This design comes from an exercise in tuning for small area, a short achievable clock period and few clock cycles per item on the open sky130 flow, not from production work.
The RTL was checked by simulation tests, not by an equivalence proof against the original design.

==> flow/design.v (excerpt) <==
module seven_segment_mux_scanner (
  input  logic                         clk_i,
  input  logic                         rst_ni,
  input  logic                         item_valid_i,
  output logic                         item_ready_o,
  input  logic                         item_req_type_i,
  input  logic [ssms_pkg::NumberW-1:0] item_number_i,
  input  logic [ssms_pkg::PointW-1:0]  item_point_index_i,
  output logic                         res_valid_o,
  input  logic                         res_ready_i,
  output logic [ssms_pkg::SegW-1:0]    res_segment_levels_o,
  output logic [ssms_pkg::EnableW-1:0] res_digit_enable_levels_o,
  output logic [ssms_pkg::PosW-1:0]    res_active_position_o,
  input  logic                         psel,
  input  logic                         penable,
  input  logic                         pwrite,
  input  logic [ssms_pkg::AddrW-1:0]   paddr,
  input  logic [ssms_pkg::DataW-1:0]   pwdata,
  output logic [ssms_pkg::DataW-1:0]   prdata,
  output logic                         pready
);
make LEC_CHECK=0 ABC_AREA=1 CAP_MARGIN=20 CORE_MARGIN=2 CORE_UTILIZATION=40 PLACE_DENSITY=0.6 SETUP_SLACK_MARGIN=2.4 SLEW_MARGIN=20 finish   # period 4.5 ns
run.sh (not shown) runs the stock make flow with config.mk's settings and CLKGATE_MAP_FILE= SYNTH_SCRIPT=/design/flow/synth_recipe.tcl, a recipe that flattens the netlist after the stock synthesis.
The first run finished clean.
Testbench counts at the start, summed over its fixed seeds: cycles 9,792, items 9,600.
Next try:
- SETUP_SLACK_MARGIN: 2.4 -> 0
After rerunning:
- The new run finished with timing, DRC and antenna clean
- maximum frequency fell by 25%
- flip-flop and latch count is unchanged
- synthesized area is unchanged
- setup slack degrades by 830 ps
- core utilization came out lower by 17 points
- die area is unchanged
- clock skew came out lower by 19 ps
- final cell count went down by 7.8%
Next try:
- SETUP_SLACK_MARGIN: 0 -> 2.0
Outcome: The changed run finished clean; hold slack degrades by 150 ps; worst setup slack improves by 860 ps; synthesized cell count stays the same; routed wire length grows by 3.7%; flip-flop and latch count is unchanged; synthesized area does not change; global-route usage grows by 0.37 points; clock skew grows by 9.2 ps.
Next try:
==> flow/flow/run.sh (new file) <==
#!/bin/bash
# Layout flow: the standard flow (standard.sh) with two changes:
#  - ports are buffered with the cell named in flow/port_buffer.txt (when present)
#    instead of the cell the resizer picks by default; every port still gets a buffer;
#  - when flow/abc_map.script is present, the combinational logic of the standard
#    synthesis is re-mapped with that ABC script (same Yosys script otherwise). The
#    registers (names, count, cell types) are compared with the standard synthesis;
#    if they differ in any way the standard netlist is used unchanged.
# Each tool's output goes to a log file of its own in this folder.
set -uo pipefail
HERE=$(pwd)
RES=$HERE/orfs/results/$FLOW_PLATFORM/seven_segment_mux_scanner/base
EXTRA=()
if [[ -f flow/port_buffer.txt ]]; then
  EXTRA+=("BUFFER_PORTS_ARGS=-buffer_cell $(tr -d ' \n' < flow/port_buffer.txt)")
fi

bash standard.sh "${EXTRA[@]}" synth > $HERE/log_standard_synth.txt 2>&1 || exit 1
cp $RES/1_2_yosys.v $HERE/standard_1_2_yosys.v

# 2. the same synthesis with the ABC script replaced
if [[ -f flow/abc_map.script ]]; then
  MAKELINE=$(grep '^make ' standard.sh)
  {
    echo 'proc abc {args} {'
    echo '  set i [lsearch -exact $args -script]'
    echo "  if {\$i >= 0} { lset args [expr {\$i + 1}] $HERE/flow/abc_map.script }"
    echo '  yosys abc {*}$args'
    echo '}'
    cat synth_recipe.tcl
  } > $HERE/my_synth.tcl
  MYLINE=$(echo "$MAKELINE" | sed -e "s#WORK_HOME=[^ ]*#WORK_HOME=$HERE/orfs_my#" -e "s#SYNTH_SCRIPT=[^ ]*#SYNTH_SCRIPT=$HERE/my_synth.tcl#" -e 's#"\${@:-finish}"#synth#')
  eval "$MYLINE" > $HERE/log_my_synth.txt 2>&1
  MYRES=$HERE/orfs_my/results/$FLOW_PLATFORM/seven_segment_mux_scanner/base
  regs() { grep -E '^\s*sky130_fd_sc_hd__(df|edf|sdf|dl)[a-z0-9_]*\s' "$1" | awk '{print $1, $2}' | sed -E 's/_[0-9]+ / /' | sort; }
  if [[ -f $MYRES/1_2_yosys.v ]] && diff <(regs $HERE/standard_1_2_yosys.v) <(regs $MYRES/1_2_yosys.v) > $HERE/log_reg_diff.txt \
     && [[ $(regs $HERE/standard_1_2_yosys.v | wc -l) -gt 0 ]]; then
    echo "registers match; using the re-mapped netlist" > $HERE/log_choice.txt
    cp $MYRES/1_2_yosys.v $RES/1_2_yosys.v
    rm -f $RES/1_synth.odb $RES/1_synth.sdc
  else
    echo "registers differ; using the standard netlist" > $HERE/log_choice.txt
  fi
fi

# 3. the rest of the standard flow
bash standard.sh "${EXTRA[@]}" finish > $HERE/log_standard_finish.txt 2>&1
==> flow/flow/port_buffer.txt (new file) <==
sky130_fd_sc_hd__buf_2
==> flow/standard.sh (new file) <==
#!/bin/bash
# synth_recipe.tcl (not shown) runs the flow's synth.tcl, then flattens the netlist and writes it again
# the make line also repeats each setting of config.mk as NAME=value (left out here)
make -C /OpenROAD-flow-scripts/flow DESIGN_CONFIG=/design/flow/config.mk WORK_HOME=/design/flow/orfs CLKGATE_MAP_FILE= SYNTH_SCRIPT=/design/flow/synth_recipe.tcl "${@:-finish}"
- CTS_BUF_LIST: default -> sky130_fd_sc_hd__clkbuf_4
removed: flow/run.sh
Count of clock-buffer cells in the layout came out higher by 73.
Global-route usage increases by 0.47 points.
Wire length rises slightly.
Cell count goes up by a few percent.
Final area shrinks slightly.
Clock skew grows by 25 ps.
Hold slack loses 88 ps.
Via count rose slightly.
Area after synthesis is unchanged.
Sequential cell count stays the same.
Next try:
==> flow/flow/port_buffer.txt (replaced) <==
sky130_fd_sc_hd__buf_1
- CORE_UTILIZATION: 40 -> 60
- CTS_BUF_LIST: sky130_fd_sc_hd__clkbuf_4 -> sky130_fd_sc_hd__clkbuf_8
- PLACE_DENSITY: 0.6 -> 0.8
Design area shrinks by 1.9%.
Synthesized area is unchanged.
Non-clock buffer count grows by 2.
Die area shrinks by 33%.
Register-to-register slack got worse by 80 ps.
Worst setup slack improved by 100 ps.
Final cell count shrinks by 6.3%.
Next try:
- CORE_UTILIZATION: 60 -> 40
- CTS_BUF_LIST: sky130_fd_sc_hd__clkbuf_8 -> sky130_fd_sc_hd__clkbuf_16
- CTS_CLUSTER_DIAMETER: default -> 100
- CTS_CLUSTER_SIZE: default -> 20
- PLACE_DENSITY: 0.8 -> 0.6
The changed run ran to the end with no violations.
Routed wire length went down slightly.
Sequential share of layout area increases by 0.26 points.
Synthesized cell count stays the same.
First-iteration DRC count fell by about a fifth.
Utilization came out lower by 23 points.
Setup slack improved by 9.1 ps.

afterwards: timing with drivers on the ports:
No port has a modelled driver above. Below, the same layouts with a new extraction and two added sets of constraints.
Step 1 (the two cells are an assumption about what drives the block):
set clk [get_ports {clk_i}]
set_driving_cell -lib_cell sky130_fd_sc_hd__clkbuf_16 $clk
set_driving_cell -lib_cell sky130_fd_sc_hd__buf_2 [delete_from_list [all_inputs] $clk]
Step 2 adds t to the input delays and takes it off the output delays; t is the mean of the earliest and latest rising clock arrival at the registers after step 1. Input paths then give back, and output paths get back, about the clock's delay inside the block.
Slacks: ideal ports / drivers / drivers and shift; pairs: ideal ports / drivers.
run | t (ns) | setup slack, ns | hold slack, ns
the first run | 0.601 | 2.036 / 2.036 / 1.857 | 0.343 / 0.317 / 0.389
the second run | 0.575 | 1.209 / 1.189 / 0.925 | 0.415 / 0.415 / 0.415
the third run | 0.583 | 2.072 / 2.023 / 1.619 | 0.267 / 0.232 / 0.400
the fourth run | 0.841 | 1.981 / 1.925 / 1.565 | 0.179 / 0.147 / 0.380
the fifth run | 0.624 | 2.084 / 2.056 / 1.553 | 0.398 / 0.398 / 0.398
the sixth run | 0.577 | 2.094 / 2.073 / 1.637 | 0.413 / 0.413 / 0.413
After both steps setup and hold are still met in every run listed. The setup slack of the fifth run, which loses most, moves by -0.028 ns with the drivers and by -0.531 ns with both steps.
